From an optimization exercise on the open Yosys and OpenROAD flow, aimed at small area, a short achievable clock period and few clock cycles; shortcuts taken in it are not production practice. The RTL was checked by simulation tests, not by an equivalence proof against the original design.

==> design.v <==
module idea_mul_tree (
  input  logic [15:0] a,
  input  logic [15:0] b,
  output logic [15:0] x,
  output logic [15:0] y
);
  logic [15:0][15:0] pp;
  for (genvar i = 0; i < 16; i++) begin : g_pp
    assign pp[i] = a & {16{b[i]}};
  end
  logic w1,w2,w3,w4,w5,w6,w7,w8,w9,w10,w11,w12,w13,w14,w15,w16,w17,w18,w19,w20;
  logic w21,w22,w23,w24,w25,w26,w27,w28,w29,w30,w31,w32,w33,w34,w35,w36,w37,w38,w39,w40;
  logic w41,w42,w43,w44,w45,w46,w47,w48,w49,w50,w51,w52,w53,w54,w55,w56,w57,w58,w59,w60;
  logic w61,w62,w63,w64,w65,w66,w67,w68,w69,w70,w71,w72,w73,w74,w75,w76,w77,w78,w79,w80;
  logic w81,w82,w83,w84,w85,w86,w87,w88,w89,w90,w91,w92,w93,w94,w95,w96,w97,w98,w99,w100;
  logic w101,w102,w103,w104,w105,w106,w107,w108,w109,w110,w111,w112,w113,w114,w115,w116,w117,w118,w119,w120;
  logic w121,w122,w123,w124,w125,w126,w127,w128,w129,w130,w131,w132,w133,w134,w135,w136,w137,w138,w139,w140;
  logic w141,w142,w143,w144,w145,w146,w147,w148,w149,w150,w151,w152,w153,w154,w155,w156,w157,w158,w159,w160;
  logic w161,w162,w163,w164,w165,w166,w167,w168,w169,w170,w171,w172,w173,w174,w175,w176,w177,w178,w179,w180;
  logic w181,w182,w183,w184,w185,w186,w187,w188,w189,w190,w191,w192,w193,w194,w195,w196,w197,w198,w199,w200;
  logic w201,w202,w203,w204,w205,w206,w207,w208,w209,w210,w211,w212,w213,w214,w215,w216,w217,w218,w219,w220;
  logic w221,w222,w223,w224,w225,w226,w227,w228,w229,w230,w231,w232,w233,w234,w235,w236,w237,w238,w239,w240;
  logic w241,w242,w243,w244,w245,w246,w247,w248,w249,w250,w251,w252,w253,w254,w255,w256,w257,w258,w259,w260;
  logic w261,w262,w263,w264,w265,w266,w267,w268,w269,w270,w271,w272,w273,w274,w275,w276,w277,w278,w279,w280;
  logic w281,w282,w283,w284,w285,w286,w287,w288,w289,w290,w291,w292,w293,w294,w295,w296,w297,w298,w299,w300;
  logic w301,w302,w303,w304,w305,w306,w307,w308,w309,w310,w311,w312,w313,w314,w315,w316,w317,w318,w319,w320;
  logic w321,w322,w323,w324,w325,w326,w327,w328,w329,w330,w331,w332,w333,w334,w335,w336,w337,w338,w339,w340;
  logic w341,w342,w343,w344,w345,w346,w347,w348,w349,w350,w351,w352,w353,w354,w355,w356,w357,w358,w359,w360;
  logic w361,w362,w363,w364,w365,w366,w367,w368,w369,w370,w371,w372,w373,w374,w375,w376,w377,w378,w379,w380;
  logic w381,w382,w383,w384,w385,w386,w387,w388,w389,w390,w391,w392,w393,w394,w395,w396,w397,w398,w399,w400;
  logic w401,w402,w403,w404,w405,w406,w407,w408,w409,w410,w411,w412,w413,w414,w415,w416,w417,w418,w419,w420;
  logic w421,w422,w423,w424,w425,w426,w427,w428,w429,w430,w431,w432,w433,w434,w435,w436,w437,w438,w439,w440;
  logic w441,w442,w443,w444,w445,w446,w447,w448,w449,w450,w451,w452,w453,w454,w455,w456,w457,w458,w459,w460;
  logic w461,w462;
  assign w1 = pp[0][0] ^ ~pp[1][15] ^ ~pp[2][14];
  assign w2 = (pp[0][0] & ~pp[1][15]) | (pp[0][0] & ~pp[2][14]) | (~pp[1][15] & ~pp[2][14]);
  assign w3 = ~pp[3][13] ^ ~pp[4][12] ^ ~pp[5][11];
  assign w4 = (~pp[3][13] & ~pp[4][12]) | (~pp[3][13] & ~pp[5][11]) | (~pp[4][12] & ~pp[5][11]);
  assign w5 = ~pp[6][10] ^ ~pp[7][9] ^ ~pp[8][8];
  assign w6 = (~pp[6][10] & ~pp[7][9]) | (~pp[6][10] & ~pp[8][8]) | (~pp[7][9] & ~pp[8][8]);
  assign w7 = ~pp[9][7] ^ ~pp[10][6] ^ ~pp[11][5];
  assign w8 = (~pp[9][7] & ~pp[10][6]) | (~pp[9][7] & ~pp[11][5]) | (~pp[10][6] & ~pp[11][5]);
  assign w9 = ~pp[12][4] ^ ~pp[13][3] ^ ~pp[14][2];
  assign w10 = (~pp[12][4] & ~pp[13][3]) | (~pp[12][4] & ~pp[14][2]) | (~pp[13][3] & ~pp[14][2]);
  assign w11 = pp[0][1] ^ pp[1][0] ^ ~pp[2][15];
  assign w12 = (pp[0][1] & pp[1][0]) | (pp[0][1] & ~pp[2][15]) | (pp[1][0] & ~pp[2][15]);
  assign w13 = ~pp[3][14] ^ ~pp[4][13] ^ ~pp[5][12];
  assign w14 = (~pp[3][14] & ~pp[4][13]) | (~pp[3][14] & ~pp[5][12]) | (~pp[4][13] & ~pp[5][12]);
  assign w15 = ~pp[6][11] ^ ~pp[7][10] ^ ~pp[8][9];
  assign w16 = (~pp[6][11] & ~pp[7][10]) | (~pp[6][11] & ~pp[8][9]) | (~pp[7][10] & ~pp[8][9]);
  assign w17 = ~pp[9][8] ^ ~pp[10][7] ^ ~pp[11][6];
  assign w18 = (~pp[9][8] & ~pp[10][7]) | (~pp[9][8] & ~pp[11][6]) | (~pp[10][7] & ~pp[11][6]);
  assign w19 = ~pp[12][5] ^ ~pp[13][4] ^ ~pp[14][3];
  assign w20 = (~pp[12][5] & ~pp[13][4]) | (~pp[12][5] & ~pp[14][3]) | (~pp[13][4] & ~pp[14][3]);
  assign w21 = pp[0][2] ^ pp[1][1] ^ pp[2][0];
  assign w22 = (pp[0][2] & pp[1][1]) | (pp[0][2] & pp[2][0]) | (pp[1][1] & pp[2][0]);
  assign w23 = ~pp[3][15] ^ ~pp[4][14] ^ ~pp[5][13];
  assign w24 = (~pp[3][15] & ~pp[4][14]) | (~pp[3][15] & ~pp[5][13]) | (~pp[4][14] & ~pp[5][13]);
  assign w25 = ~pp[6][12] ^ ~pp[7][11] ^ ~pp[8][10];
  assign w26 = (~pp[6][12] & ~pp[7][11]) | (~pp[6][12] & ~pp[8][10]) | (~pp[7][11] & ~pp[8][10]);
  assign w27 = ~pp[9][9] ^ ~pp[10][8] ^ ~pp[11][7];
  assign w28 = (~pp[9][9] & ~pp[10][8]) | (~pp[9][9] & ~pp[11][7]) | (~pp[10][8] & ~pp[11][7]);
  assign w29 = ~pp[12][6] ^ ~pp[13][5] ^ ~pp[14][4];
  assign w30 = (~pp[12][6] & ~pp[13][5]) | (~pp[12][6] & ~pp[14][4]) | (~pp[13][5] & ~pp[14][4]);
  assign w31 = pp[0][3] ^ pp[1][2] ^ pp[2][1];
  assign w32 = (pp[0][3] & pp[1][2]) | (pp[0][3] & pp[2][1]) | (pp[1][2] & pp[2][1]);
  assign w33 = pp[3][0] ^ ~pp[4][15] ^ ~pp[5][14];
  assign w34 = (pp[3][0] & ~pp[4][15]) | (pp[3][0] & ~pp[5][14]) | (~pp[4][15] & ~pp[5][14]);
  assign w35 = ~pp[6][13] ^ ~pp[7][12] ^ ~pp[8][11];
  assign w36 = (~pp[6][13] & ~pp[7][12]) | (~pp[6][13] & ~pp[8][11]) | (~pp[7][12] & ~pp[8][11]);
  assign w37 = ~pp[9][10] ^ ~pp[10][9] ^ ~pp[11][8];
  assign w38 = (~pp[9][10] & ~pp[10][9]) | (~pp[9][10] & ~pp[11][8]) | (~pp[10][9] & ~pp[11][8]);
  assign w39 = ~pp[12][7] ^ ~pp[13][6] ^ ~pp[14][5];
  assign w40 = (~pp[12][7] & ~pp[13][6]) | (~pp[12][7] & ~pp[14][5]) | (~pp[13][6] & ~pp[14][5]);
  assign w41 = pp[0][4] ^ pp[1][3] ^ pp[2][2];
  assign w42 = (pp[0][4] & pp[1][3]) | (pp[0][4] & pp[2][2]) | (pp[1][3] & pp[2][2]);
  assign w43 = pp[3][1] ^ pp[4][0] ^ ~pp[5][15];
  assign w44 = (pp[3][1] & pp[4][0]) | (pp[3][1] & ~pp[5][15]) | (pp[4][0] & ~pp[5][15]);
  assign w45 = ~pp[6][14] ^ ~pp[7][13] ^ ~pp[8][12];
  assign w46 = (~pp[6][14] & ~pp[7][13]) | (~pp[6][14] & ~pp[8][12]) | (~pp[7][13] & ~pp[8][12]);
  assign w47 = ~pp[9][11] ^ ~pp[10][10] ^ ~pp[11][9];
  assign w48 = (~pp[9][11] & ~pp[10][10]) | (~pp[9][11] & ~pp[11][9]) | (~pp[10][10] & ~pp[11][9]);
  assign w49 = ~pp[12][8] ^ ~pp[13][7] ^ ~pp[14][6];
  assign w50 = (~pp[12][8] & ~pp[13][7]) | (~pp[12][8] & ~pp[14][6]) | (~pp[13][7] & ~pp[14][6]);
  assign w51 = pp[0][5] ^ pp[1][4] ^ pp[2][3];
  assign w52 = (pp[0][5] & pp[1][4]) | (pp[0][5] & pp[2][3]) | (pp[1][4] & pp[2][3]);
  assign w53 = pp[3][2] ^ pp[4][1] ^ pp[5][0];
  assign w54 = (pp[3][2] & pp[4][1]) | (pp[3][2] & pp[5][0]) | (pp[4][1] & pp[5][0]);
  assign w55 = ~pp[6][15] ^ ~pp[7][14] ^ ~pp[8][13];
  assign w56 = (~pp[6][15] & ~pp[7][14]) | (~pp[6][15] & ~pp[8][13]) | (~pp[7][14] & ~pp[8][13]);
  assign w57 = ~pp[9][12] ^ ~pp[10][11] ^ ~pp[11][10];
  assign w58 = (~pp[9][12] & ~pp[10][11]) | (~pp[9][12] & ~pp[11][10]) | (~pp[10][11] & ~pp[11][10]);
  assign w59 = ~pp[12][9] ^ ~pp[13][8] ^ ~pp[14][7];
  assign w60 = (~pp[12][9] & ~pp[13][8]) | (~pp[12][9] & ~pp[14][7]) | (~pp[13][8] & ~pp[14][7]);
  assign w61 = pp[0][6] ^ pp[1][5] ^ pp[2][4];
  assign w62 = (pp[0][6] & pp[1][5]) | (pp[0][6] & pp[2][4]) | (pp[1][5] & pp[2][4]);
  assign w63 = pp[3][3] ^ pp[4][2] ^ pp[5][1];
  assign w64 = (pp[3][3] & pp[4][2]) | (pp[3][3] & pp[5][1]) | (pp[4][2] & pp[5][1]);
  assign w65 = pp[6][0] ^ ~pp[7][15] ^ ~pp[8][14];
  assign w66 = (pp[6][0] & ~pp[7][15]) | (pp[6][0] & ~pp[8][14]) | (~pp[7][15] & ~pp[8][14]);
  assign w67 = ~pp[9][13] ^ ~pp[10][12] ^ ~pp[11][11];
  assign w68 = (~pp[9][13] & ~pp[10][12]) | (~pp[9][13] & ~pp[11][11]) | (~pp[10][12] & ~pp[11][11]);
  assign w69 = ~pp[12][10] ^ ~pp[13][9] ^ ~pp[14][8];
  assign w70 = (~pp[12][10] & ~pp[13][9]) | (~pp[12][10] & ~pp[14][8]) | (~pp[13][9] & ~pp[14][8]);
  assign w71 = pp[0][7] ^ pp[1][6] ^ pp[2][5];
  assign w72 = (pp[0][7] & pp[1][6]) | (pp[0][7] & pp[2][5]) | (pp[1][6] & pp[2][5]);
  assign w73 = pp[3][4] ^ pp[4][3] ^ pp[5][2];
  assign w74 = (pp[3][4] & pp[4][3]) | (pp[3][4] & pp[5][2]) | (pp[4][3] & pp[5][2]);
  assign w75 = pp[6][1] ^ pp[7][0] ^ ~pp[8][15];
  assign w76 = (pp[6][1] & pp[7][0]) | (pp[6][1] & ~pp[8][15]) | (pp[7][0] & ~pp[8][15]);
  assign w77 = ~pp[9][14] ^ ~pp[10][13] ^ ~pp[11][12];
  assign w78 = (~pp[9][14] & ~pp[10][13]) | (~pp[9][14] & ~pp[11][12]) | (~pp[10][13] & ~pp[11][12]);
  assign w79 = ~pp[12][11] ^ ~pp[13][10] ^ ~pp[14][9];
  assign w80 = (~pp[12][11] & ~pp[13][10]) | (~pp[12][11] & ~pp[14][9]) | (~pp[13][10] & ~pp[14][9]);
  assign w81 = pp[0][8] ^ pp[1][7] ^ pp[2][6];
  assign w82 = (pp[0][8] & pp[1][7]) | (pp[0][8] & pp[2][6]) | (pp[1][7] & pp[2][6]);
  assign w83 = pp[3][5] ^ pp[4][4] ^ pp[5][3];
  assign w84 = (pp[3][5] & pp[4][4]) | (pp[3][5] & pp[5][3]) | (pp[4][4] & pp[5][3]);
  assign w85 = pp[6][2] ^ pp[7][1] ^ pp[8][0];
  assign w86 = (pp[6][2] & pp[7][1]) | (pp[6][2] & pp[8][0]) | (pp[7][1] & pp[8][0]);
  assign w87 = ~pp[9][15] ^ ~pp[10][14] ^ ~pp[11][13];
  assign w88 = (~pp[9][15] & ~pp[10][14]) | (~pp[9][15] & ~pp[11][13]) | (~pp[10][14] & ~pp[11][13]);
  assign w89 = ~pp[12][12] ^ ~pp[13][11] ^ ~pp[14][10];
  assign w90 = (~pp[12][12] & ~pp[13][11]) | (~pp[12][12] & ~pp[14][10]) | (~pp[13][11] & ~pp[14][10]);
  assign w91 = pp[0][9] ^ pp[1][8] ^ pp[2][7];
  assign w92 = (pp[0][9] & pp[1][8]) | (pp[0][9] & pp[2][7]) | (pp[1][8] & pp[2][7]);
  assign w93 = pp[3][6] ^ pp[4][5] ^ pp[5][4];
  assign w94 = (pp[3][6] & pp[4][5]) | (pp[3][6] & pp[5][4]) | (pp[4][5] & pp[5][4]);
  assign w95 = pp[6][3] ^ pp[7][2] ^ pp[8][1];
  assign w96 = (pp[6][3] & pp[7][2]) | (pp[6][3] & pp[8][1]) | (pp[7][2] & pp[8][1]);
  assign w97 = pp[9][0] ^ ~pp[10][15] ^ ~pp[11][14];
  assign w98 = (pp[9][0] & ~pp[10][15]) | (pp[9][0] & ~pp[11][14]) | (~pp[10][15] & ~pp[11][14]);
  assign w99 = ~pp[12][13] ^ ~pp[13][12] ^ ~pp[14][11];
  assign w100 = (~pp[12][13] & ~pp[13][12]) | (~pp[12][13] & ~pp[14][11]) | (~pp[13][12] & ~pp[14][11]);
  assign w101 = pp[0][10] ^ pp[1][9] ^ pp[2][8];
  assign w102 = (pp[0][10] & pp[1][9]) | (pp[0][10] & pp[2][8]) | (pp[1][9] & pp[2][8]);
  assign w103 = pp[3][7] ^ pp[4][6] ^ pp[5][5];
  assign w104 = (pp[3][7] & pp[4][6]) | (pp[3][7] & pp[5][5]) | (pp[4][6] & pp[5][5]);
  assign w105 = pp[6][4] ^ pp[7][3] ^ pp[8][2];
  assign w106 = (pp[6][4] & pp[7][3]) | (pp[6][4] & pp[8][2]) | (pp[7][3] & pp[8][2]);
  assign w107 = pp[9][1] ^ pp[10][0] ^ ~pp[11][15];
  assign w108 = (pp[9][1] & pp[10][0]) | (pp[9][1] & ~pp[11][15]) | (pp[10][0] & ~pp[11][15]);
  assign w109 = ~pp[12][14] ^ ~pp[13][13] ^ ~pp[14][12];
  assign w110 = (~pp[12][14] & ~pp[13][13]) | (~pp[12][14] & ~pp[14][12]) | (~pp[13][13] & ~pp[14][12]);
  assign w111 = pp[0][11] ^ pp[1][10] ^ pp[2][9];
  assign w112 = (pp[0][11] & pp[1][10]) | (pp[0][11] & pp[2][9]) | (pp[1][10] & pp[2][9]);
  assign w113 = pp[3][8] ^ pp[4][7] ^ pp[5][6];
  assign w114 = (pp[3][8] & pp[4][7]) | (pp[3][8] & pp[5][6]) | (pp[4][7] & pp[5][6]);
  assign w115 = pp[6][5] ^ pp[7][4] ^ pp[8][3];
  assign w116 = (pp[6][5] & pp[7][4]) | (pp[6][5] & pp[8][3]) | (pp[7][4] & pp[8][3]);
  assign w117 = pp[9][2] ^ pp[10][1] ^ pp[11][0];
  assign w118 = (pp[9][2] & pp[10][1]) | (pp[9][2] & pp[11][0]) | (pp[10][1] & pp[11][0]);
  assign w119 = ~pp[12][15] ^ ~pp[13][14] ^ ~pp[14][13];
  assign w120 = (~pp[12][15] & ~pp[13][14]) | (~pp[12][15] & ~pp[14][13]) | (~pp[13][14] & ~pp[14][13]);
  assign w121 = pp[0][12] ^ pp[1][11] ^ pp[2][10];
  assign w122 = (pp[0][12] & pp[1][11]) | (pp[0][12] & pp[2][10]) | (pp[1][11] & pp[2][10]);
  assign w123 = pp[3][9] ^ pp[4][8] ^ pp[5][7];
  assign w124 = (pp[3][9] & pp[4][8]) | (pp[3][9] & pp[5][7]) | (pp[4][8] & pp[5][7]);
  assign w125 = pp[6][6] ^ pp[7][5] ^ pp[8][4];
  assign w126 = (pp[6][6] & pp[7][5]) | (pp[6][6] & pp[8][4]) | (pp[7][5] & pp[8][4]);
  assign w127 = pp[9][3] ^ pp[10][2] ^ pp[11][1];
  assign w128 = (pp[9][3] & pp[10][2]) | (pp[9][3] & pp[11][1]) | (pp[10][2] & pp[11][1]);
  assign w129 = pp[12][0] ^ ~pp[13][15] ^ ~pp[14][14];
  assign w130 = (pp[12][0] & ~pp[13][15]) | (pp[12][0] & ~pp[14][14]) | (~pp[13][15] & ~pp[14][14]);
  assign w131 = pp[0][13] ^ pp[1][12] ^ pp[2][11];
  assign w132 = (pp[0][13] & pp[1][12]) | (pp[0][13] & pp[2][11]) | (pp[1][12] & pp[2][11]);
  assign w133 = pp[3][10] ^ pp[4][9] ^ pp[5][8];
  assign w134 = (pp[3][10] & pp[4][9]) | (pp[3][10] & pp[5][8]) | (pp[4][9] & pp[5][8]);
  assign w135 = pp[6][7] ^ pp[7][6] ^ pp[8][5];
  assign w136 = (pp[6][7] & pp[7][6]) | (pp[6][7] & pp[8][5]) | (pp[7][6] & pp[8][5]);
  assign w137 = pp[9][4] ^ pp[10][3] ^ pp[11][2];
  assign w138 = (pp[9][4] & pp[10][3]) | (pp[9][4] & pp[11][2]) | (pp[10][3] & pp[11][2]);
  assign w139 = pp[12][1] ^ pp[13][0] ^ ~pp[14][15];
  assign w140 = (pp[12][1] & pp[13][0]) | (pp[12][1] & ~pp[14][15]) | (pp[13][0] & ~pp[14][15]);
  assign w141 = pp[0][14] ^ pp[1][13] ^ pp[2][12];
  assign w142 = (pp[0][14] & pp[1][13]) | (pp[0][14] & pp[2][12]) | (pp[1][13] & pp[2][12]);
  assign w143 = pp[3][11] ^ pp[4][10] ^ pp[5][9];
  assign w144 = (pp[3][11] & pp[4][10]) | (pp[3][11] & pp[5][9]) | (pp[4][10] & pp[5][9]);
  assign w145 = pp[6][8] ^ pp[7][7] ^ pp[8][6];
  assign w146 = (pp[6][8] & pp[7][7]) | (pp[6][8] & pp[8][6]) | (pp[7][7] & pp[8][6]);
  assign w147 = pp[9][5] ^ pp[10][4] ^ pp[11][3];
  assign w148 = (pp[9][5] & pp[10][4]) | (pp[9][5] & pp[11][3]) | (pp[10][4] & pp[11][3]);
  assign w149 = pp[12][2] ^ pp[13][1] ^ pp[14][0];
  assign w150 = (pp[12][2] & pp[13][1]) | (pp[12][2] & pp[14][0]) | (pp[13][1] & pp[14][0]);
  assign w151 = pp[0][15] ^ pp[1][14] ^ pp[2][13];
  assign w152 = (pp[0][15] & pp[1][14]) | (pp[0][15] & pp[2][13]) | (pp[1][14] & pp[2][13]);
  assign w153 = ~w152;
  assign w154 = pp[3][12] ^ pp[4][11] ^ pp[5][10];
  assign w155 = (pp[3][12] & pp[4][11]) | (pp[3][12] & pp[5][10]) | (pp[4][11] & pp[5][10]);
  assign w156 = ~w155;
  assign w157 = pp[6][9] ^ pp[7][8] ^ pp[8][7];
  assign w158 = (pp[6][9] & pp[7][8]) | (pp[6][9] & pp[8][7]) | (pp[7][8] & pp[8][7]);
  assign w159 = ~w158;
  assign w160 = pp[9][6] ^ pp[10][5] ^ pp[11][4];
  assign w161 = (pp[9][6] & pp[10][5]) | (pp[9][6] & pp[11][4]) | (pp[10][5] & pp[11][4]);
  assign w162 = ~w161;
  assign w163 = pp[12][3] ^ pp[13][2] ^ pp[14][1];
  assign w164 = (pp[12][3] & pp[13][2]) | (pp[12][3] & pp[14][1]) | (pp[13][2] & pp[14][1]);
  assign w165 = ~w164;
  assign w166 = w1 ^ w3 ^ w5;
  assign w167 = (w1 & w3) | (w1 & w5) | (w3 & w5);
  assign w168 = w7 ^ w9 ^ ~pp[15][1];
  assign w169 = (w7 & w9) | (w7 & ~pp[15][1]) | (w9 & ~pp[15][1]);
  assign w170 = w153 ^ w156 ^ w159;
  assign w171 = (w153 & w156) | (w153 & w159) | (w156 & w159);
  assign w172 = w2 ^ w4 ^ w6;
  assign w173 = (w2 & w4) | (w2 & w6) | (w4 & w6);
  assign w174 = w8 ^ w10 ^ w11;
  assign w175 = (w8 & w10) | (w8 & w11) | (w10 & w11);
  assign w176 = w13 ^ w15 ^ w17;
  assign w177 = (w13 & w15) | (w13 & w17) | (w15 & w17);
  assign w178 = w12 ^ w14 ^ w16;
  assign w179 = (w12 & w14) | (w12 & w16) | (w14 & w16);
  assign w180 = w18 ^ w20 ^ w21;
  assign w181 = (w18 & w20) | (w18 & w21) | (w20 & w21);
  assign w182 = w23 ^ w25 ^ w27;
  assign w183 = (w23 & w25) | (w23 & w27) | (w25 & w27);
  assign w184 = w22 ^ w24 ^ w26;
  assign w185 = (w22 & w24) | (w22 & w26) | (w24 & w26);
  assign w186 = w28 ^ w30 ^ w31;
  assign w187 = (w28 & w30) | (w28 & w31) | (w30 & w31);
  assign w188 = w33 ^ w35 ^ w37;
  assign w189 = (w33 & w35) | (w33 & w37) | (w35 & w37);
  assign w190 = w32 ^ w34 ^ w36;
  assign w191 = (w32 & w34) | (w32 & w36) | (w34 & w36);
  assign w192 = w38 ^ w40 ^ w41;
  assign w193 = (w38 & w40) | (w38 & w41) | (w40 & w41);
  assign w194 = w43 ^ w45 ^ w47;
  assign w195 = (w43 & w45) | (w43 & w47) | (w45 & w47);
  assign w196 = w42 ^ w44 ^ w46;
  assign w197 = (w42 & w44) | (w42 & w46) | (w44 & w46);
  assign w198 = w48 ^ w50 ^ w51;
  assign w199 = (w48 & w50) | (w48 & w51) | (w50 & w51);
  assign w200 = w53 ^ w55 ^ w57;
  assign w201 = (w53 & w55) | (w53 & w57) | (w55 & w57);
  assign w202 = w52 ^ w54 ^ w56;
  assign w203 = (w52 & w54) | (w52 & w56) | (w54 & w56);
  assign w204 = w58 ^ w60 ^ w61;
  assign w205 = (w58 & w60) | (w58 & w61) | (w60 & w61);
  assign w206 = w63 ^ w65 ^ w67;
  assign w207 = (w63 & w65) | (w63 & w67) | (w65 & w67);
  assign w208 = w62 ^ w64 ^ w66;
  assign w209 = (w62 & w64) | (w62 & w66) | (w64 & w66);
  assign w210 = w68 ^ w70 ^ w71;
  assign w211 = (w68 & w70) | (w68 & w71) | (w70 & w71);
  assign w212 = w73 ^ w75 ^ w77;
  assign w213 = (w73 & w75) | (w73 & w77) | (w75 & w77);
  assign w214 = w72 ^ w74 ^ w76;
  assign w215 = (w72 & w74) | (w72 & w76) | (w74 & w76);
  assign w216 = w78 ^ w80 ^ w81;
  assign w217 = (w78 & w80) | (w78 & w81) | (w80 & w81);
  assign w218 = w83 ^ w85 ^ w87;
  assign w219 = (w83 & w85) | (w83 & w87) | (w85 & w87);
  assign w220 = w82 ^ w84 ^ w86;
  assign w221 = (w82 & w84) | (w82 & w86) | (w84 & w86);
  assign w222 = w88 ^ w90 ^ w91;
  assign w223 = (w88 & w90) | (w88 & w91) | (w90 & w91);
  assign w224 = w93 ^ w95 ^ w97;
  assign w225 = (w93 & w95) | (w93 & w97) | (w95 & w97);
  assign w226 = w92 ^ w94 ^ w96;
  assign w227 = (w92 & w94) | (w92 & w96) | (w94 & w96);
  assign w228 = w98 ^ w100 ^ w101;
  assign w229 = (w98 & w100) | (w98 & w101) | (w100 & w101);
  assign w230 = w103 ^ w105 ^ w107;
  assign w231 = (w103 & w105) | (w103 & w107) | (w105 & w107);
  assign w232 = w102 ^ w104 ^ w106;
  assign w233 = (w102 & w104) | (w102 & w106) | (w104 & w106);
  assign w234 = w108 ^ w110 ^ w111;
  assign w235 = (w108 & w110) | (w108 & w111) | (w110 & w111);
  assign w236 = w113 ^ w115 ^ w117;
  assign w237 = (w113 & w115) | (w113 & w117) | (w115 & w117);
  assign w238 = w112 ^ w114 ^ w116;
  assign w239 = (w112 & w114) | (w112 & w116) | (w114 & w116);
  assign w240 = w118 ^ w120 ^ w121;
  assign w241 = (w118 & w120) | (w118 & w121) | (w120 & w121);
  assign w242 = w123 ^ w125 ^ w127;
  assign w243 = (w123 & w125) | (w123 & w127) | (w125 & w127);
  assign w244 = w122 ^ w124 ^ w126;
  assign w245 = (w122 & w124) | (w122 & w126) | (w124 & w126);
  assign w246 = w128 ^ w130 ^ w131;
  assign w247 = (w128 & w130) | (w128 & w131) | (w130 & w131);
  assign w248 = w133 ^ w135 ^ w137;
  assign w249 = (w133 & w135) | (w133 & w137) | (w135 & w137);
  assign w250 = w132 ^ w134 ^ w136;
  assign w251 = (w132 & w134) | (w132 & w136) | (w134 & w136);
  assign w252 = w138 ^ w140 ^ w141;
  assign w253 = (w138 & w140) | (w138 & w141) | (w140 & w141);
  assign w254 = w143 ^ w145 ^ w147;
  assign w255 = (w143 & w145) | (w143 & w147) | (w145 & w147);
  assign w256 = w142 ^ w144 ^ w146;
  assign w257 = (w142 & w144) | (w142 & w146) | (w144 & w146);
  assign w258 = ~w257;
  assign w259 = w148 ^ w150 ^ w151;
  assign w260 = (w148 & w150) | (w148 & w151) | (w150 & w151);
  assign w261 = ~w260;
  assign w262 = w154 ^ w157 ^ w160;
  assign w263 = (w154 & w157) | (w154 & w160) | (w157 & w160);
  assign w264 = ~w263;
  assign w265 = w166 ^ w168 ^ w170;
  assign w266 = (w166 & w168) | (w166 & w170) | (w168 & w170);
  assign w267 = w162 ^ w165 ^ w258;
  assign w268 = (w162 & w165) | (w162 & w258) | (w165 & w258);
  assign w269 = w167 ^ w169 ^ w171;
  assign w270 = (w167 & w169) | (w167 & w171) | (w169 & w171);
  assign w271 = w172 ^ w174 ^ w176;
  assign w272 = (w172 & w174) | (w172 & w176) | (w174 & w176);
  assign w273 = w173 ^ w175 ^ w177;
  assign w274 = (w173 & w175) | (w173 & w177) | (w175 & w177);
  assign w275 = w178 ^ w180 ^ w182;
  assign w276 = (w178 & w180) | (w178 & w182) | (w180 & w182);
  assign w277 = w179 ^ w181 ^ w183;
  assign w278 = (w179 & w181) | (w179 & w183) | (w181 & w183);
  assign w279 = w184 ^ w186 ^ w188;
  assign w280 = (w184 & w186) | (w184 & w188) | (w186 & w188);
  assign w281 = w185 ^ w187 ^ w189;
  assign w282 = (w185 & w187) | (w185 & w189) | (w187 & w189);
  assign w283 = w190 ^ w192 ^ w194;
  assign w284 = (w190 & w192) | (w190 & w194) | (w192 & w194);
  assign w285 = w191 ^ w193 ^ w195;
  assign w286 = (w191 & w193) | (w191 & w195) | (w193 & w195);
  assign w287 = w196 ^ w198 ^ w200;
  assign w288 = (w196 & w198) | (w196 & w200) | (w198 & w200);
  assign w289 = w197 ^ w199 ^ w201;
  assign w290 = (w197 & w199) | (w197 & w201) | (w199 & w201);
  assign w291 = w202 ^ w204 ^ w206;
  assign w292 = (w202 & w204) | (w202 & w206) | (w204 & w206);
  assign w293 = w203 ^ w205 ^ w207;
  assign w294 = (w203 & w205) | (w203 & w207) | (w205 & w207);
  assign w295 = w208 ^ w210 ^ w212;
  assign w296 = (w208 & w210) | (w208 & w212) | (w210 & w212);
  assign w297 = w209 ^ w211 ^ w213;
  assign w298 = (w209 & w211) | (w209 & w213) | (w211 & w213);
  assign w299 = w214 ^ w216 ^ w218;
  assign w300 = (w214 & w216) | (w214 & w218) | (w216 & w218);
  assign w301 = w215 ^ w217 ^ w219;
  assign w302 = (w215 & w217) | (w215 & w219) | (w217 & w219);
  assign w303 = w220 ^ w222 ^ w224;
  assign w304 = (w220 & w222) | (w220 & w224) | (w222 & w224);
  assign w305 = w221 ^ w223 ^ w225;
  assign w306 = (w221 & w223) | (w221 & w225) | (w223 & w225);
  assign w307 = w226 ^ w228 ^ w230;
  assign w308 = (w226 & w228) | (w226 & w230) | (w228 & w230);
  assign w309 = w227 ^ w229 ^ w231;
  assign w310 = (w227 & w229) | (w227 & w231) | (w229 & w231);
  assign w311 = w232 ^ w234 ^ w236;
  assign w312 = (w232 & w234) | (w232 & w236) | (w234 & w236);
  assign w313 = w233 ^ w235 ^ w237;
  assign w314 = (w233 & w235) | (w233 & w237) | (w235 & w237);
  assign w315 = w238 ^ w240 ^ w242;
  assign w316 = (w238 & w240) | (w238 & w242) | (w240 & w242);
  assign w317 = w239 ^ w241 ^ w243;
  assign w318 = (w239 & w241) | (w239 & w243) | (w241 & w243);
  assign w319 = w244 ^ w246 ^ w248;
  assign w320 = (w244 & w246) | (w244 & w248) | (w246 & w248);
  assign w321 = w245 ^ w247 ^ w249;
  assign w322 = (w245 & w247) | (w245 & w249) | (w247 & w249);
  assign w323 = w250 ^ w252 ^ w254;
  assign w324 = (w250 & w252) | (w250 & w254) | (w252 & w254);
  assign w325 = w251 ^ w253 ^ w255;
  assign w326 = (w251 & w253) | (w251 & w255) | (w253 & w255);
  assign w327 = ~w326;
  assign w328 = w256 ^ w259 ^ w262;
  assign w329 = (w256 & w259) | (w256 & w262) | (w259 & w262);
  assign w330 = ~w329;
  assign w331 = w265 ^ w267 ^ w261;
  assign w332 = (w265 & w267) | (w265 & w261) | (w267 & w261);
  assign w333 = w264 ^ w327 ^ w330;
  assign w334 = (w264 & w327) | (w264 & w330) | (w327 & w330);
  assign w335 = w266 ^ w268 ^ w269;
  assign w336 = (w266 & w268) | (w266 & w269) | (w268 & w269);
  assign w337 = w271 ^ w19 ^ ~pp[15][2];
  assign w338 = (w271 & w19) | (w271 & ~pp[15][2]) | (w19 & ~pp[15][2]);
  assign w339 = w270 ^ w272 ^ w273;
  assign w340 = (w270 & w272) | (w270 & w273) | (w272 & w273);
  assign w341 = w275 ^ w29 ^ ~pp[15][3];
  assign w342 = (w275 & w29) | (w275 & ~pp[15][3]) | (w29 & ~pp[15][3]);
  assign w343 = w274 ^ w276 ^ w277;
  assign w344 = (w274 & w276) | (w274 & w277) | (w276 & w277);
  assign w345 = w279 ^ w39 ^ ~pp[15][4];
  assign w346 = (w279 & w39) | (w279 & ~pp[15][4]) | (w39 & ~pp[15][4]);
  assign w347 = w278 ^ w280 ^ w281;
  assign w348 = (w278 & w280) | (w278 & w281) | (w280 & w281);
  assign w349 = w283 ^ w49 ^ ~pp[15][5];
  assign w350 = (w283 & w49) | (w283 & ~pp[15][5]) | (w49 & ~pp[15][5]);
  assign w351 = w282 ^ w284 ^ w285;
  assign w352 = (w282 & w284) | (w282 & w285) | (w284 & w285);
  assign w353 = w287 ^ w59 ^ ~pp[15][6];
  assign w354 = (w287 & w59) | (w287 & ~pp[15][6]) | (w59 & ~pp[15][6]);
  assign w355 = w286 ^ w288 ^ w289;
  assign w356 = (w286 & w288) | (w286 & w289) | (w288 & w289);
  assign w357 = w291 ^ w69 ^ ~pp[15][7];
  assign w358 = (w291 & w69) | (w291 & ~pp[15][7]) | (w69 & ~pp[15][7]);
  assign w359 = w290 ^ w292 ^ w293;
  assign w360 = (w290 & w292) | (w290 & w293) | (w292 & w293);
  assign w361 = w295 ^ w79 ^ ~pp[15][8];
  assign w362 = (w295 & w79) | (w295 & ~pp[15][8]) | (w79 & ~pp[15][8]);
  assign w363 = w294 ^ w296 ^ w297;
  assign w364 = (w294 & w296) | (w294 & w297) | (w296 & w297);
  assign w365 = w299 ^ w89 ^ ~pp[15][9];
  assign w366 = (w299 & w89) | (w299 & ~pp[15][9]) | (w89 & ~pp[15][9]);
  assign w367 = w298 ^ w300 ^ w301;
  assign w368 = (w298 & w300) | (w298 & w301) | (w300 & w301);
  assign w369 = w303 ^ w99 ^ ~pp[15][10];
  assign w370 = (w303 & w99) | (w303 & ~pp[15][10]) | (w99 & ~pp[15][10]);
  assign w371 = w302 ^ w304 ^ w305;
  assign w372 = (w302 & w304) | (w302 & w305) | (w304 & w305);
  assign w373 = w307 ^ w109 ^ ~pp[15][11];
  assign w374 = (w307 & w109) | (w307 & ~pp[15][11]) | (w109 & ~pp[15][11]);
  assign w375 = w306 ^ w308 ^ w309;
  assign w376 = (w306 & w308) | (w306 & w309) | (w308 & w309);
  assign w377 = w311 ^ w119 ^ ~pp[15][12];
  assign w378 = (w311 & w119) | (w311 & ~pp[15][12]) | (w119 & ~pp[15][12]);
  assign w379 = w310 ^ w312 ^ w313;
  assign w380 = (w310 & w312) | (w310 & w313) | (w312 & w313);
  assign w381 = w315 ^ w129 ^ ~pp[15][13];
  assign w382 = (w315 & w129) | (w315 & ~pp[15][13]) | (w129 & ~pp[15][13]);
  assign w383 = w314 ^ w316 ^ w317;
  assign w384 = (w314 & w316) | (w314 & w317) | (w316 & w317);
  assign w385 = w319 ^ w139 ^ ~pp[15][14];
  assign w386 = (w319 & w139) | (w319 & ~pp[15][14]) | (w139 & ~pp[15][14]);
  assign w387 = w318 ^ w320 ^ w321;
  assign w388 = (w318 & w320) | (w318 & w321) | (w320 & w321);
  assign w389 = w323 ^ w149 ^ ~pp[15][15];
  assign w390 = (w323 & w149) | (w323 & ~pp[15][15]) | (w149 & ~pp[15][15]);
  assign w391 = w322 ^ w324 ^ w325;
  assign w392 = (w322 & w324) | (w322 & w325) | (w324 & w325);
  assign w393 = ~w392;
  assign w394 = w328 ^ w163 ^ pp[15][0];
  assign w395 = (w328 & w163) | (w328 & pp[15][0]) | (w163 & pp[15][0]);
  assign w396 = ~w395;
  assign w397 = w331 ^ w333 ^ w393;
  assign w398 = (w331 & w333) | (w331 & w393) | (w333 & w393);
  assign w399 = w332 ^ w334 ^ w335;
  assign w400 = (w332 & w334) | (w332 & w335) | (w334 & w335);
  assign w401 = w336 ^ w338 ^ w339;
  assign w402 = (w336 & w338) | (w336 & w339) | (w338 & w339);
  assign w403 = w340 ^ w342 ^ w343;
  assign w404 = (w340 & w342) | (w340 & w343) | (w342 & w343);
  assign w405 = w344 ^ w346 ^ w347;
  assign w406 = (w344 & w346) | (w344 & w347) | (w346 & w347);
  assign w407 = w348 ^ w350 ^ w351;
  assign w408 = (w348 & w350) | (w348 & w351) | (w350 & w351);
  assign w409 = w352 ^ w354 ^ w355;
  assign w410 = (w352 & w354) | (w352 & w355) | (w354 & w355);
  assign w411 = w356 ^ w358 ^ w359;
  assign w412 = (w356 & w358) | (w356 & w359) | (w358 & w359);
  assign w413 = w360 ^ w362 ^ w363;
  assign w414 = (w360 & w362) | (w360 & w363) | (w362 & w363);
  assign w415 = w364 ^ w366 ^ w367;
  assign w416 = (w364 & w366) | (w364 & w367) | (w366 & w367);
  assign w417 = w368 ^ w370 ^ w371;
  assign w418 = (w368 & w370) | (w368 & w371) | (w370 & w371);
  assign w419 = w372 ^ w374 ^ w375;
  assign w420 = (w372 & w374) | (w372 & w375) | (w374 & w375);
  assign w421 = w376 ^ w378 ^ w379;
  assign w422 = (w376 & w378) | (w376 & w379) | (w378 & w379);
  assign w423 = w380 ^ w382 ^ w383;
  assign w424 = (w380 & w382) | (w380 & w383) | (w382 & w383);
  assign w425 = w384 ^ w386 ^ w387;
  assign w426 = (w384 & w386) | (w384 & w387) | (w386 & w387);
  assign w427 = w388 ^ w390 ^ w391;
  assign w428 = (w388 & w390) | (w388 & w391) | (w390 & w391);
  assign w429 = ~w428;
  assign w430 = w397 ^ w396 ^ w429;
  assign w431 = (w397 & w396) | (w397 & w429) | (w396 & w429);
  assign w432 = w398 ^ w399 ^ w337;
  assign w433 = (w398 & w399) | (w398 & w337) | (w399 & w337);
  assign w434 = w400 ^ w401 ^ w341;
  assign w435 = (w400 & w401) | (w400 & w341) | (w401 & w341);
  assign w436 = w402 ^ w403 ^ w345;
  assign w437 = (w402 & w403) | (w402 & w345) | (w403 & w345);
  assign w438 = w404 ^ w405 ^ w349;
  assign w439 = (w404 & w405) | (w404 & w349) | (w405 & w349);
  assign w440 = w406 ^ w407 ^ w353;
  assign w441 = (w406 & w407) | (w406 & w353) | (w407 & w353);
  assign w442 = w408 ^ w409 ^ w357;
  assign w443 = (w408 & w409) | (w408 & w357) | (w409 & w357);
  assign w444 = w410 ^ w411 ^ w361;
  assign w445 = (w410 & w411) | (w410 & w361) | (w411 & w361);
  assign w446 = w412 ^ w413 ^ w365;
  assign w447 = (w412 & w413) | (w412 & w365) | (w413 & w365);
  assign w448 = w414 ^ w415 ^ w369;
  assign w449 = (w414 & w415) | (w414 & w369) | (w415 & w369);
  assign w450 = w416 ^ w417 ^ w373;
  assign w451 = (w416 & w417) | (w416 & w373) | (w417 & w373);
  assign w452 = w418 ^ w419 ^ w377;
  assign w453 = (w418 & w419) | (w418 & w377) | (w419 & w377);
  assign w454 = w420 ^ w421 ^ w381;
  assign w455 = (w420 & w421) | (w420 & w381) | (w421 & w381);
  assign w456 = w422 ^ w423 ^ w385;
  assign w457 = (w422 & w423) | (w422 & w385) | (w423 & w385);
  assign w458 = w424 ^ w425 ^ w389;
  assign w459 = (w424 & w425) | (w424 & w389) | (w425 & w389);
  assign w460 = w426 ^ w427 ^ w394;
  assign w461 = (w426 & w427) | (w426 & w394) | (w427 & w394);
  assign w462 = ~w461;
  assign x[0] = w430;
  assign y[0] = w462;
  assign x[1] = w431;
  assign y[1] = w432;
  assign x[2] = w433;
  assign y[2] = w434;
  assign x[3] = w435;
  assign y[3] = w436;
  assign x[4] = w437;
  assign y[4] = w438;
  assign x[5] = w439;
  assign y[5] = w440;
  assign x[6] = w441;
  assign y[6] = w442;
  assign x[7] = w443;
  assign y[7] = w444;
  assign x[8] = w445;
  assign y[8] = w446;
  assign x[9] = w447;
  assign y[9] = w448;
  assign x[10] = w449;
  assign y[10] = w450;
  assign x[11] = w451;
  assign y[11] = w452;
  assign x[12] = w453;
  assign y[12] = w454;
  assign x[13] = w455;
  assign y[13] = w456;
  assign x[14] = w457;
  assign y[14] = w458;
  assign x[15] = w459;
  assign y[15] = w460;
endmodule
module idea_mulmod (
  input  logic [15:0] a,
  input  logic [15:0] b,
  output logic [15:0] y
);
  logic [15:0] tx, ty;
  logic [16:0] s3, c3, s4, c4;
  logic [17:0] z0, z1;
  logic        ge;
  idea_mul_tree u_tree (.a(a), .b(b), .x(tx), .y(ty));
  always_comb begin
    s3 = {1'b0, tx ^ ty ^ 16'd3};
    c3 = {(tx & ty) | ((tx | ty) & 16'd3), 1'b0};
    s4 = {1'b0, tx ^ ty ^ 16'd4};
    c4 = {(tx & ty) | ((tx | ty) & 16'd4), 1'b0};
    z1 = 18'(s3) + 18'(c3);              
    z0 = 18'(s4) + 18'(c4);
    ge = z1[17] | z1[16];                
    y  = (a == 16'd0) ? 16'd1 - b : (b == 16'd0) ? 16'd1 - a : (ge ? z1[15:0] : z0[15:0]);
  end
endmodule
module idea_dec_keygen (
  input  logic         clk,
  input  logic         rst,
  input  logic         start,
  input  logic [127:0] key_in,
  output logic         busy,
  output logic         done,
  output logic         key_valid,
  input  logic [5:0]   rd_addr,
  output logic [15:0]  rd_data
);
  localparam int NINV = 18;
  logic [127:0]      key_q;
  logic [51:0][15:0] zq;    
  logic [51:0][15:0] zi;    
  for (genvar g = 0; g < 7; g++) begin : g_rot
    localparam int A = (25 * g) % 128;
    wire [255:0] dq = {key_q, key_q};
    wire [255:0] di = {key_in, key_in};
    wire [127:0] rq = dq[255-A -: 128];
    wire [127:0] ri = di[255-A -: 128];
    for (genvar j = 0; j < 8; j++) begin : g_w
      if (8 * g + j < 52) begin : g_v
        assign zq[8*g+j] = rq[127-16*j -: 16];
        assign zi[8*g+j] = ri[127-16*j -: 16];
      end
    end
  end
  function automatic logic [6:0] zoff(input int i);
    zoff = 7'((25 * (i / 8) + 16 * (i % 8)) % 128);
  endfunction
  function automatic int zidx(input int m);
    zidx = (m % 2 == 0) ? 48 - 6 * (m / 2) : 51 - 6 * (m / 2);
  endfunction
  logic busy_q, done_q, kv_q;
  logic accept;
  assign accept = start && !busy_q && !done_q;
  logic [5:0]  cyc_q, cn;
  logic [15:0] xa_q, ya_q, xb_q, yb_q, ha_q, hb_q;
  logic [15:0] xa_d, ya_d, xb_d, yb_d;
  logic [NINV-1:0][15:0] inv_q;
  logic [15:0] ma, mb;
  logic        run;
  logic        ph_pre, ph_ba, ph_bb, ph_last;
  logic [3:0]  ia, jb;                
  logic [3:0]  n_ia, n_jb;
  logic [15:0] ka, kb, cop, dop;      
  idea_mulmod u_ma (.a(xa_q), .b(ya_q), .y(ma));
  idea_mulmod u_mb (.a(xb_q), .b(yb_q), .y(mb));
  always_comb begin
    cn   = accept ? 6'd1 : cyc_q + 6'd1;
    run  = accept || (busy_q && !ph_last);    
    n_ia = (cn <= 6'd8) ? 4'(cn) : 4'(6'd35 - cn);
    n_jb = (cn <= 6'd8) ? 4'(cn) : 4'(6'd43 - cn);
    ka = '0;
    kb = '0;
    for (int m = 1; m <= 8; m++) begin
      if (n_ia == 4'(m)) ka = zq[zidx(m)];
      if (n_jb == 4'(m)) kb = zq[zidx(9 + m)];
    end
    cop = zq[zidx(0)];
    dop = zq[zidx(9)];
    for (int m = 2; m <= 8; m++) begin
      if (n_ia == 4'(m)) cop = inv_q[m-1];
      if (n_jb == 4'(m)) dop = inv_q[9+m-1];
    end
    xa_d = ma;
    ya_d = ma;
    xb_d = mb;
    yb_d = ma;
    if (accept) begin
      xa_d = zi[zidx(0)];
      ya_d = zi[zidx(1)];
      xb_d = zi[zidx(9)];
      yb_d = zi[zidx(10)];
    end else if (cn <= 6'd8) begin
      ya_d = ka;
      yb_d = kb;
    end else if (cn == 6'd9) begin
      ya_d = mb;
    end else if (cn == 6'd10) begin
      xb_d = ma;
    end else if (cn == 6'd11) begin
      xb_d = xb_q;
    end else if (cn <= 6'd25) begin
    end else if (cn == 6'd26) begin
      xa_d = mb;
      ya_d = hb_q;
      yb_d = ha_q;
    end else if (cn == 6'd27) begin
      xb_d = ma;
      ya_d = cop;
      yb_d = ka;
    end else if (cn <= 6'd34) begin
      xa_d = mb;
      ya_d = cop;
      yb_d = ka;
    end else if (cn == 6'd35) begin
      xa_d = hb_q;
      xb_d = hb_q;
      ya_d = kb;
      yb_d = dop;
    end else begin
      xb_d = ma;
      ya_d = kb;
      yb_d = dop;
    end
  end
  always_ff @(posedge clk) begin
    if (rst) begin
      busy_q  <= 1'b0;
      done_q  <= 1'b0;
      kv_q    <= 1'b0;
      ph_pre  <= 1'b0;
      ph_ba   <= 1'b0;
      ph_bb   <= 1'b0;
      ph_last <= 1'b0;
    end else begin
      done_q <= 1'b0;
      if (accept) begin
        busy_q <= 1'b1;
        kv_q   <= 1'b0;
      end else if (ph_last) begin
        busy_q <= 1'b0;
        done_q <= 1'b1;
        kv_q   <= 1'b1;
      end
      ph_pre  <= run && (cn <= 6'd8);
      ph_ba   <= run && (cn >= 6'd27) && (cn <= 6'd34);
      ph_bb   <= run && (cn >= 6'd35) && (cn <= 6'd42);
      ph_last <= run && (cn == 6'd42);
    end
  end
  always_ff @(posedge clk) begin
    cyc_q <= cn;
    ia    <= n_ia;
    jb    <= n_jb;
    if (accept && !rst) key_q <= key_in;
    xa_q <= xa_d;
    ya_q <= ya_d;
    xb_q <= xb_d;
    yb_q <= yb_d;
    if (cn == 6'd9) ha_q <= ma;
    if (cn == 6'd9 || cn == 6'd27) hb_q <= mb;
    if (!rst) begin
      for (int m = 1; m <= 8; m++)
        if ((ph_pre && m <= 7 && ia == 4'(m)) || (ph_ba && ia == 4'(m))) inv_q[m] <= ma;
      if (ph_ba && ia == 4'd1) inv_q[0] <= mb;
      for (int m = 1; m <= 8; m++)
        if ((ph_pre && m <= 7 && jb == 4'(m)) || (ph_bb && jb == 4'(m))) inv_q[9+m] <= mb;
      if (ph_bb && jb == 4'd1) inv_q[9] <= ma;
    end
  end
  function automatic int dkz(input int a);
    int r, e, sb;
    bit oe;
    r  = a / 6;
    e  = a % 6;
    sb = 48 - 6 * r;
    oe = (r == 0) || (r == 8);
    case (e)
      1:       dkz = oe ? sb + 1 : sb + 2;
      2:       dkz = oe ? sb + 2 : sb + 1;
      4:       dkz = sb - 2;
      default: dkz = sb - 1;
    endcase
  endfunction
  function automatic logic [64*7-1:0] mk_offs();
    for (int a = 0; a < 64; a++)
      mk_offs[7*a +: 7] = (a < 52 && a % 3 != 0) ? zoff(dkz(a)) : 7'd0;
  endfunction
  function automatic logic [63:0] mk_neg();
    for (int a = 0; a < 64; a++)
      mk_neg[a] = (a < 52) && (a % 6 == 1 || a % 6 == 2);
  endfunction
  function automatic logic [63:0] mk_key();
    for (int a = 0; a < 64; a++)
      mk_key[a] = (a < 52) && (a % 3 != 0);
  endfunction
  localparam logic [64*7-1:0] OFFS   = mk_offs();
  localparam logic [63:0]     NEGS   = mk_neg();
  localparam logic [63:0]     KEYS   = mk_key();
  logic [6:0]   off;
  logic [142:0] kext;
  logic [78:0]  s6;
  logic [46:0]  s5;
  logic [30:0]  s4;
  logic [22:0]  s3;
  logic [18:0]  s2;
  logic [16:0]  s1;
  logic [15:0]  inv_rd, kwin, rd_raw, rd_data_q;
  assign off  = OFFS[7*rd_addr +: 7];
  assign kext = {key_q, key_q[127:113]};
  assign s6   = off[6] ? kext[78:0] : kext[142:64];
  assign s5   = off[5] ? s6[46:0]   : s6[78:32];
  assign s4   = off[4] ? s5[30:0]   : s5[46:16];
  assign s3   = off[3] ? s4[22:0]   : s4[30:8];
  assign s2   = off[2] ? s3[18:0]   : s3[22:4];
  assign s1   = off[1] ? s2[16:0]   : s2[18:2];
  assign kwin = off[0] ? s1[15:0]   : s1[16:1];
  always_comb begin
    inv_rd = '0;
    case (rd_addr)
      6'd0: inv_rd = inv_q[0];
      6'd3: inv_rd = inv_q[1];
      6'd6: inv_rd = inv_q[2];
      6'd9: inv_rd = inv_q[3];
      6'd12: inv_rd = inv_q[4];
      6'd15: inv_rd = inv_q[5];
      6'd18: inv_rd = inv_q[6];
      6'd21: inv_rd = inv_q[7];
      6'd24: inv_rd = inv_q[8];
      6'd27: inv_rd = inv_q[9];
      6'd30: inv_rd = inv_q[10];
      6'd33: inv_rd = inv_q[11];
      6'd36: inv_rd = inv_q[12];
      6'd39: inv_rd = inv_q[13];
      6'd42: inv_rd = inv_q[14];
      6'd45: inv_rd = inv_q[15];
      6'd48: inv_rd = inv_q[16];
      6'd51: inv_rd = inv_q[17];
      default: inv_rd = '0;
    endcase
    rd_raw = KEYS[rd_addr] ? kwin : inv_rd;
  end
  always_ff @(posedge clk)
    rd_data_q <= NEGS[rd_addr] ? 16'd0 - rd_raw : rd_raw;
  assign busy      = busy_q;
  assign done      = done_q;
  assign key_valid = kv_q;
  assign rd_data   = rd_data_q;
endmodule
==> run.sh <==
#!/bin/bash
# synth_recipe.tcl (not shown) runs the flow's synth.tcl, then flattens the netlist and writes it again
# the make line also repeats each setting of config.mk as NAME=value (left out here)
make -C /OpenROAD-flow-scripts/flow DESIGN_CONFIG=/design/flow/config.mk WORK_HOME=/design/flow/orfs CLKGATE_MAP_FILE= SYNTH_SCRIPT=/design/flow/synth_recipe.tcl finish
==> config.mk <==
export PLATFORM = sky130hd
export DESIGN_NAME = idea_dec_keygen
export DESIGN_NICKNAME = idea_dec_keygen
export VERILOG_FILES = /design/flow/design.v
export SDC_FILE = /design/flow/constraint.sdc
export NUM_CORES = 4
export LEC_CHECK = 0
export ABC_CLOCK_PERIOD_IN_PS = 5000
export CAP_MARGIN = 20
export CORE_MARGIN = 2
export CORE_UTILIZATION = 40
export SETUP_SLACK_MARGIN = 5
export SLEW_MARGIN = 20
==> constraint.sdc <==
create_clock -name core_clock -period 12.0 [get_ports {clk}]
set_input_delay 2.4000 -clock core_clock [delete_from_list [all_inputs] [get_ports {clk}]]
set_output_delay 2.4000 -clock core_clock [all_outputs]
set_load 0.01 [all_outputs]
==> results.txt, run 1 <==
Floorplan:
- The die covers 120,000 µm².
- The die is roughly 350 µm tall.
- The floorplan step set the die width to 347 µm.
- The core area is around 120,000 µm².
- The number of top-level pins is around 160.
- Row generation in the floorplan step produced 125 rows.
- The initial utilization of the core area, before any placement, comes to 0.404.

Flow run:
- The count of maximum capacitance violations is 0.

Yosys:
- After synthesis the netlist holds a flip-flop and latch count of 545.
- The dominant register cell in the synthesized netlist is sky130_fd_sc_hd__edfxtp_1.
- The Yosys step of the flow raised 2 warnings.
- Of all cell types, the one taking the most synthesized area is sky130_fd_sc_hd__edfxtp_1.
- Synthesis handed over a netlist of roughly 4,800 instances.
- For this run, asynchronously set or reset flops after synthesis account for 0.
- The synthesized design contains 464 enable-type register cells.
- The number of nets in the synthesized netlist is 5,476.
- The count of different cell masters after synthesis is around 110.
- The summed instance area of the synthesized netlist is 47,100 µm².
- Sorting the synthesized cells by area gives the leading types as sky130_fd_sc_hd__edfxtp_1 (30%), sky130_fd_sc_hd__fa_1 (19%), sky130_fd_sc_hd__and2_1 (4.6%).
- Dividing the synthesized area by the synthesized cell count gives slightly below 10 µm².
- The sequential fraction of the synthesis area is 0.330.
- The portion of synthesized cell area occupied by the leading cell type is 0.296.

Placement:
- The cell area after placement is 51,100 µm².
- The final estimated routing congestion in global placement is approximately 1.1.
- The number of I/O port buffers is 155.
- Detailed placement ended at an HPWL of 157,000 µm.

Timing:
- Setup violations remaining at the end of the flow were counted as 0.
- The count of endpoints failing hold in the final timing report is 0.
- Summed over all failing endpoints, the final setup total negative slack is 0 ps.
- The upper clock frequency limit is 134 MHz.
- The final critical-path share of the clock period is 0.622.
- After layout, the minimum clock period comes to 7460 ps.
- The pin slew with the least headroom to its limit is roughly 1200 ps.
- The number of pins exceeding their max-slew limit in the final report was 0.
- Setup repair after global routing could not meet its margin everywhere.
- The worst slew margin relative to its limit is 0.202.
- Clock skew on the completed layout was measured at 52.4 ps.

Clock network:
- The clock latency reported for the late side of the worst-skew pair is 690 ps.
- The number of buffers created by CTS is 58.
- The buffer depth of the longest clock path is 3.
- The CTS tree is built.
- The clock-pin slew of the registers on the worst-case setup and hold paths is 70 ps.
- The clock drives about 550 sinks.
- Clock tree synthesis selected as its root buffer the cell sky130_fd_sc_hd__clkbuf_16.
- CTS built an H-tree with a depth of 2.
- In this run, post-CTS hold repair placed 0 buffers.

GRT:
- In the global route stage, overall resource usage came out at 0.373.
- The initial antenna violation count is 34.
- The maximum number of pins on one net before global-route repair is 129.
- The leftover overflow at the end of global routing is 0.
- The number of global-route vias before repair was 43,331.
- The first global-routing pass estimated roughly 320,000 µm of wire.

Routing:
- After detailed routing, the met3 layer carries 37,800 µm of wire.
- The wire length after detailed routing is 234,000 µm.
- The detailed router put a total of 86,200 µm of wire on met1.
- The first TritonRoute pass finished after 13 iterations.
- The total length of routed met2 wires is 93,100 µm.
- The highest metal layer with signal wires is met5.
- In the routed layout, each cell is associated on average with a via count of slightly below 7.
- In the final routed layout, each cell accounts on average for approximately 35 µm.
- The count of nets left with antenna violations once routing finished came out at 0.
- The post-route DRC violation count is 0.
- Summing over every cut layer, the via total after detailed routing is 45,922.
- The starting DRC count in detailed routing is 7,507.

Setup path:
- The peak fanout along the critical path is 8.
- The worst setup path is of the reg2reg kind.
- STA classifies the critical path endpoint as a flop.
- The data required time of the worst path is 12,520 ps.
- The kind of start point of the critical path is a flop.
- The setup check on the worst reg-to-reg path leaves a slack of 4540 ps.
- The worst endpoint data arrival time is 7980 ps.

Finish:
- In the final layout, the share of cells above drive strength 1 is 0.241.
- Fill cells in the final layout number 10,194.
- The final layout contains roughly 5,900 nets.
- The final design area excluding fillers is roughly 60,000 µm².
- Leaving out fill and tap cells, the most frequent cells in the layout are sky130_fd_sc_hd__edfxtp_1 (464), sky130_fd_sc_hd__inv_1 (432), sky130_fd_sc_hd__nand2_1 (419).
- The library cell used most frequently in the layout, excluding fill and tap cells, is sky130_fd_sc_hd__edfxtp_1.
- The area growth from synthesis to layout is 27.5%.

Outcome:
- The run finished with no timing, DRC or antenna violations.

Worst hold path:
- The path class of the tightest hold or removal check is reg2reg.
synth_stat cells, drive strengths merged (22+ instances only):
cell    count
and2      343
nor2      281
a32oi      22
mux2i     100
o21a       23
a22o       34
a221o      31
a21o       36
o22ai      81
inv       506
a31oi      50
a221oi     50
xor2       34
buf        52
edfxtp    464
a22oi     142
dfxtp      81
o21ai     172
nor3       81
nand4      33
ha         91
nand3     113
nand2b     24
clkbuf    273
nand2     443
a211oi     61
o221ai     42
xnor2      55
o211ai     52
nor4       32
a21oi     204
a211o      22
fa        448
cell type report:
class,instances,area (µm²),share of cell area
Antenna cell,25,62.6,0.00104
Sequential cell,545,15700,0.261
Multi-Input combinational cell,3424,31600,0.527
Clock buffer,71,1550,0.0259
Clock inverter,38,365,0.00609
Timing Repair inverter,1,7.51,0.000125
Timing Repair Buffer,653,6900,0.115
Tap cell,1524,1910,0.0318
Inverter,508,1930,0.0321
registers in the layout (all words and copies together), names as in the netlist, 4 cells and up:
signal	count
yb_q	16
jb	4
cyc_q	5
hb_q	16
key_q	128
rd_data_q	16
inv_q	288
ha_q	16
xb_q	16
ya_q	16
xa_q	16
cells by family after synthesis:
logic type,Yosys count,synth area share
simple gates,1462,0.154
compound gates,1193,0.180
buf+inv,833,0.0689
flops,545,0.330
fa+ha+maj,543,0.216
mux,135,0.0343
xor+xnor,89,0.0166
through the flow:
stage	utilization	setup WS, ps	cells	hold slack (ps)
after global placement	0.438	3180	6305	490
after CTS	0.496	4690	6657	503
final	0.515	4540	6789	504
after detailed placement	0.438	3160	6305	482
after global routing	0.515	4400	6767	538
after floorplan	-	4990	4800	456
worst max-delay path, stage by stage, from the launching register on:
cell and delay [ps]:
sky130_fd_sc_hd__edfxtp_1 570, sky130_fd_sc_hd__buf_12 230, sky130_fd_sc_hd__and2_4 160, sky130_fd_sc_hd__fa_1 520, sky130_fd_sc_hd__inv_2 40, sky130_fd_sc_hd__fa_2 540
sky130_fd_sc_hd__inv_2 40, sky130_fd_sc_hd__fa_2 350, sky130_fd_sc_hd__inv_2 60, sky130_fd_sc_hd__fa_1 400, sky130_fd_sc_hd__fa_1 510, sky130_fd_sc_hd__fa_2 580
sky130_fd_sc_hd__inv_2 60, sky130_fd_sc_hd__ha_4 220, sky130_fd_sc_hd__ha_4 300, sky130_fd_sc_hd__nand2_4 50, sky130_fd_sc_hd__buf_6 120, sky130_fd_sc_hd__nor3_4 300
sky130_fd_sc_hd__nand2_2 130, sky130_fd_sc_hd__a21oi_4 160, sky130_fd_sc_hd__o211ai_1 150, sky130_fd_sc_hd__a22o_4 330, sky130_fd_sc_hd__mux2i_4 310, sky130_fd_sc_hd__mux2i_1 260
sky130_fd_sc_hd__nor3_2 90, sky130_fd_sc_hd__a21oi_4 280, sky130_fd_sc_hd__a21oi_2 90, sky130_fd_sc_hd__a221o_1 440
what timing repair did:
item,CTS,global route
pin swaps,267,189
endpoints found under the hold margin,0,0
cloned,13,8
buffers inserted,230,99
gates resized for setup,603,282
endpoints found under the setup margin,399,349
routing by layer:
metal / track usage / up-vias
met3: 0.163 / 1091
li1: - / 17934
met4: 0.208 / 24
met5: 0 / -
met1: 0.488 / 22714
met2: 0.512 / 4159
worst paths after layout:
kind,start,to,cells past startpoint
max,xb_q[6]$_DFFE_PP_,ya_q[11]$_DFF_P_,27
min,ph_last$_SDFF_PP0_,kv_q$_SDFFE_PP0P_,2
max reg2reg,xb_q[6]$_DFFE_PP_,ya_q[11]$_DFF_P_,27
min reg2reg,ph_last$_SDFF_PP0_,kv_q$_SDFFE_PP0P_,2
Testbench counts, summed over its fixed seeds: cycles 6,024.
==> inputs of run 2 (changes only) <==
--- a/design.v
+++ b/design.v
@@ -631,7 +631,7 @@
     end else if (cn == 6'd10) begin
       xb_d = ma;
     end else if (cn == 6'd11) begin
-      xb_d = xb_q;
+      xb_d = xa_q;                           
     end else if (cn <= 6'd25) begin
     end else if (cn == 6'd26) begin
       xa_d = mb;
==> run 2 against run 1 <==
Final area up 0.54%. Non-clock buffer count down 13. Critical path type unchanged. Synthesized area up 0.32%. Synthesized cell count up 1.6%. Critical path depth up 2. Largest cell class unchanged.
==> results.txt, run 2 <==
Timing:
- Summed over all failing endpoints, the final setup total negative slack is 0 ps.
- Setup repair after global routing could not meet its margin everywhere.
- Of the available clock period, the critical path in the final layout requires 0.628.
- The post-route worst hold slack is 475 ps.
- After layout, the minimum clock period comes to approximately 7500 ps.
- The count of endpoints failing hold in the final timing report is 0.
- The pin slew with the least headroom to its limit is 1280 ps.

Yosys:
- Of the total synthesized cell area, the portion taken by XOR and XNOR cells is 0.0161.
- The main combinational cell family by area after synthesis is adder cells.
- The total number of yosys warnings is 2.
- Synthesis inferred approximately 550 register bits.
- The count of different cell masters after synthesis is roughly 100.
- The cell count after synthesis is between 4,000 and 5,000.
- The synthesized-area fraction occupied by adder cells is 0.215.
- The cell accounting for the most synthesized area is sky130_fd_sc_hd__edfxtp_1.
- The fraction of the mapped netlist area in simple logic gates is 0.160.
- The share of synthesized area in the top cell type comes to 0.285.
- Counting instances in the post-synthesis netlist gives the leading cell types as sky130_fd_sc_hd__nand2_1 (519), sky130_fd_sc_hd__inv_1 (507), sky130_fd_sc_hd__edfxtp_1 (448), sky130_fd_sc_hd__fa_1 (448), sky130_fd_sc_hd__and2_1 (352).
- The per-instance average area after synthesis is 9.69 µm².
- The share of synthesized registers carrying an async set or reset is 0.
- In this run, synthesis inferred 448 flip-flops with an integrated enable.
- The complex-gate fraction of the synthesized area is 0.178.
- In this run the cell area of the synthesized design comes to 47,200 µm².

Routing:
- After detailed routing, the average wire length per cell comes to roughly 36 µm.
- The routed layout has 46,290 vias.
- The detailed router finished its first iteration with 7,299 violations.
- The final layout contains routed wiring with a total length of between 200,000 and 250,000 µm.
- The number of detailed-routing iterations run before antenna repair is 7.
- The count of nets left with antenna violations after detail routing is 0.

Setup path:
- The largest single stage delay on the critical path is 610 ps.
- The endpoint class of the critical path is a flop.
- The worst endpoint data arrival time is 8060 ps.
- The peak fanout along the critical path is 7.
- The setup check on the worst reg-to-reg path leaves a slack of ~4500 ps.
- The worst setup path is of the reg2reg kind.
- The worst-path cell with the longest stage delay is sky130_fd_sc_hd__fa_2.
- The category of cells accounting for the largest share of critical-path delay is adder cells.
- The most repeated library cell on the critical path is sky130_fd_sc_hd__inv_2.
- The kind of start point of the critical path is a flop.
- In this run the critical register-to-register path is launched from xa_q[6]$_DFF_P_.
- The total buffers and inverters traversed by the critical path is 9.

GRT:
- The first-pass GRT wire length is ~330,000 µm.
- The leftover overflow at the end of global routing is 0.
- For this run, the total global-route usage over all layers was measured as 0.386.
- The layer with the highest usage is met2.
- Entering global routing, the biggest net connects 64 pins.
- The initial antenna violation count is 20.

Worst hold path:
- Along the worst hold path, the cell count comes to 2.
- In this run the worst hold path is classified as reg2reg.

Floorplan:
- The overall die area is 121,000 µm².
- The core area is 118,000 µm².
- The number of top-level pins is approximately 160.
- For this configuration, the core starts out at a cell density of 0.402.
- Measured along the x axis, the die boundary spans 348 µm.

Flow run:
- The count of maximum capacitance violations is 0.

Finish:
- The register with the most flip-flops in the layout has 288 of them.
- The count of filler cells inserted in the layout is about 10,000.
- Leaving out fill and tap cells, the most frequent cells in the layout are sky130_fd_sc_hd__nand2_1 (481), sky130_fd_sc_hd__edfxtp_1 (448), sky130_fd_sc_hd__inv_1 (427).
- The number of nets at the end of the flow is 5,922.
- The largest registers in the layout are inv_q: 288 flops, key_q: 128 flops.
- The leading cell type in the layout, fill and taps excluded is sky130_fd_sc_hd__nand2_1.
- From synthesis to final layout, the design area changed by 27.8%.

Clock network:
- Buffers inserted during clock tree synthesis total between 50 and 60.
- The CTS tree is built.
- The library cell used as clock root buffer is sky130_fd_sc_hd__clkbuf_16.
- The clock latency reported for the late side of the worst-skew pair is 700 ps.
- The clock passes through at most 3 buffers.

Placement:
- The congestion estimate from routability-driven global placement came to between 1 and 1.5.

Outcome:
- The flow ran to the end and the layout has no timing, DRC or antenna violations.
## run 2: cell count changes after synthesis, sizes merged, moves of 12 or more
cell,change
a221oi,+32
nor2,-18
o21ai,+17
mux2i,-16
a311oi,+16
nand2,+78
a21o,-14
a32oi,-16
edfxtp,-16
dfxtp,+16
o21a,-12
## run 2: kinds of logic after synthesis
logic type	count (synthesis)
and+or+nand+nor	1531
AOI/OAI and AO/OA	1191
buffers and inverters	846
DFF	545
adders and majority gates	543
muxes	133
xor gates and xnor gates	87
## run 2: how the worst max path moves through the flow
stage	startpoint	endpoint	slack, ps	cells after the start
after floorplan	xa_q[6]$_DFF_P_	ya_q[10]$_DFF_P_	4940	29
after global placement	start	ya_q[7]$_DFF_P_	2700	17
after detailed placement	start	yb_q[1]$_DFF_P_	2910	17
after CTS	yb_q[0]$_DFF_P_	xb_q[7]$_DFF_P_	4740	29
after global routing	xb_q[5]$_DFF_P_	xb_q[7]$_DFF_P_	4390	31
final	xa_q[6]$_DFF_P_	xb_q[14]$_DFF_P_	4460	29
## run 2: per-stage QoR
stage | cell area [µm²] | setup slack, ps | util | cells
4_1_cts | 57900 | 4740 | 0.492 | 6737
3_5_place_dp | 51100 | 2910 | 0.434 | 6387
2_1_floorplan | 48100 | 4940 | - | 4876
3_3_place_gp | 51100 | 2700 | 0.434 | 6387
6_report | 60400 | 4460 | 0.513 | 6842
5_1_grt | 60300 | 4390 | 0.513 | 6830
## run 2: layout make-up
cell class	count	area, µm²	share of cell area
inverters	512	1960	0.0324
well taps	1536	1920	0.0318
repair buffers	640	6830	0.113
clock buffers	77	1630	0.0269
repair inverters	1	7.51	0.000124
clock inverters	29	330	0.00547
flip-flops and latches	545	15600	0.258
multi-input cells	3488	32100	0.532
diodes	14	35.0	0.000580
## run 2: layer usage
layer	up-vias	wire length (µm)	part of all wire
li1	18096	-	-
met1	22849	89100	0.36
met2	4198	97500	0.40
met3	1123	38800	0.16
met4	24	19100	0.078
met5	-	198	0.00081
## run 2: worst min-delay path, delay by kind of cell (launching register included)
kind,cells,cell delay [ps]
flip-flops,1,310
AND/OR/NAND/NOR,1,50
buffers and inverters,1,70
## run 2: what timing repair did
action,4_1_cts,5_1_grt
setup endpoints to repair,400,389
setup buffers,230,80
pin swaps,252,155
gates cloned,14,10
gates resized for setup,656,383
Testbench counts of run 2, summed over its fixed seeds: cycles 6,024.

-- afterwards: timing with drivers on the ports --
The flow's constraints put no driver on any port. The routed layouts listed below were extracted and timed again, unchanged, in two steps.
Step 1, drivers: a clkbuf_16 drives clk and a buf_2 each remaining input, both assumed.
Step 2 also shifts input and output timing later by t, the mid clock arrival at the registers, as if the neighbouring blocks saw the same clock.
Three values: no drivers, after step 1, after step 2; two values: the first two.
run | t, ns | setup WS [ns] | worst setup path after step 2 | latest minus earliest clock arrival (ns)
run 1 | 0.747 | 4.538 / 4.538 / 3.888 | input to register | 0.054 / 0.054
run 2 | 0.746 | 4.460 / 4.460 / 3.747 | input to register | 0.062 / 0.062
After both steps setup and hold are still met in every run listed. For run 2, which loses most, drivers alone change the setup slack by 0.000 ns; drivers and shift together by -0.713 ns.
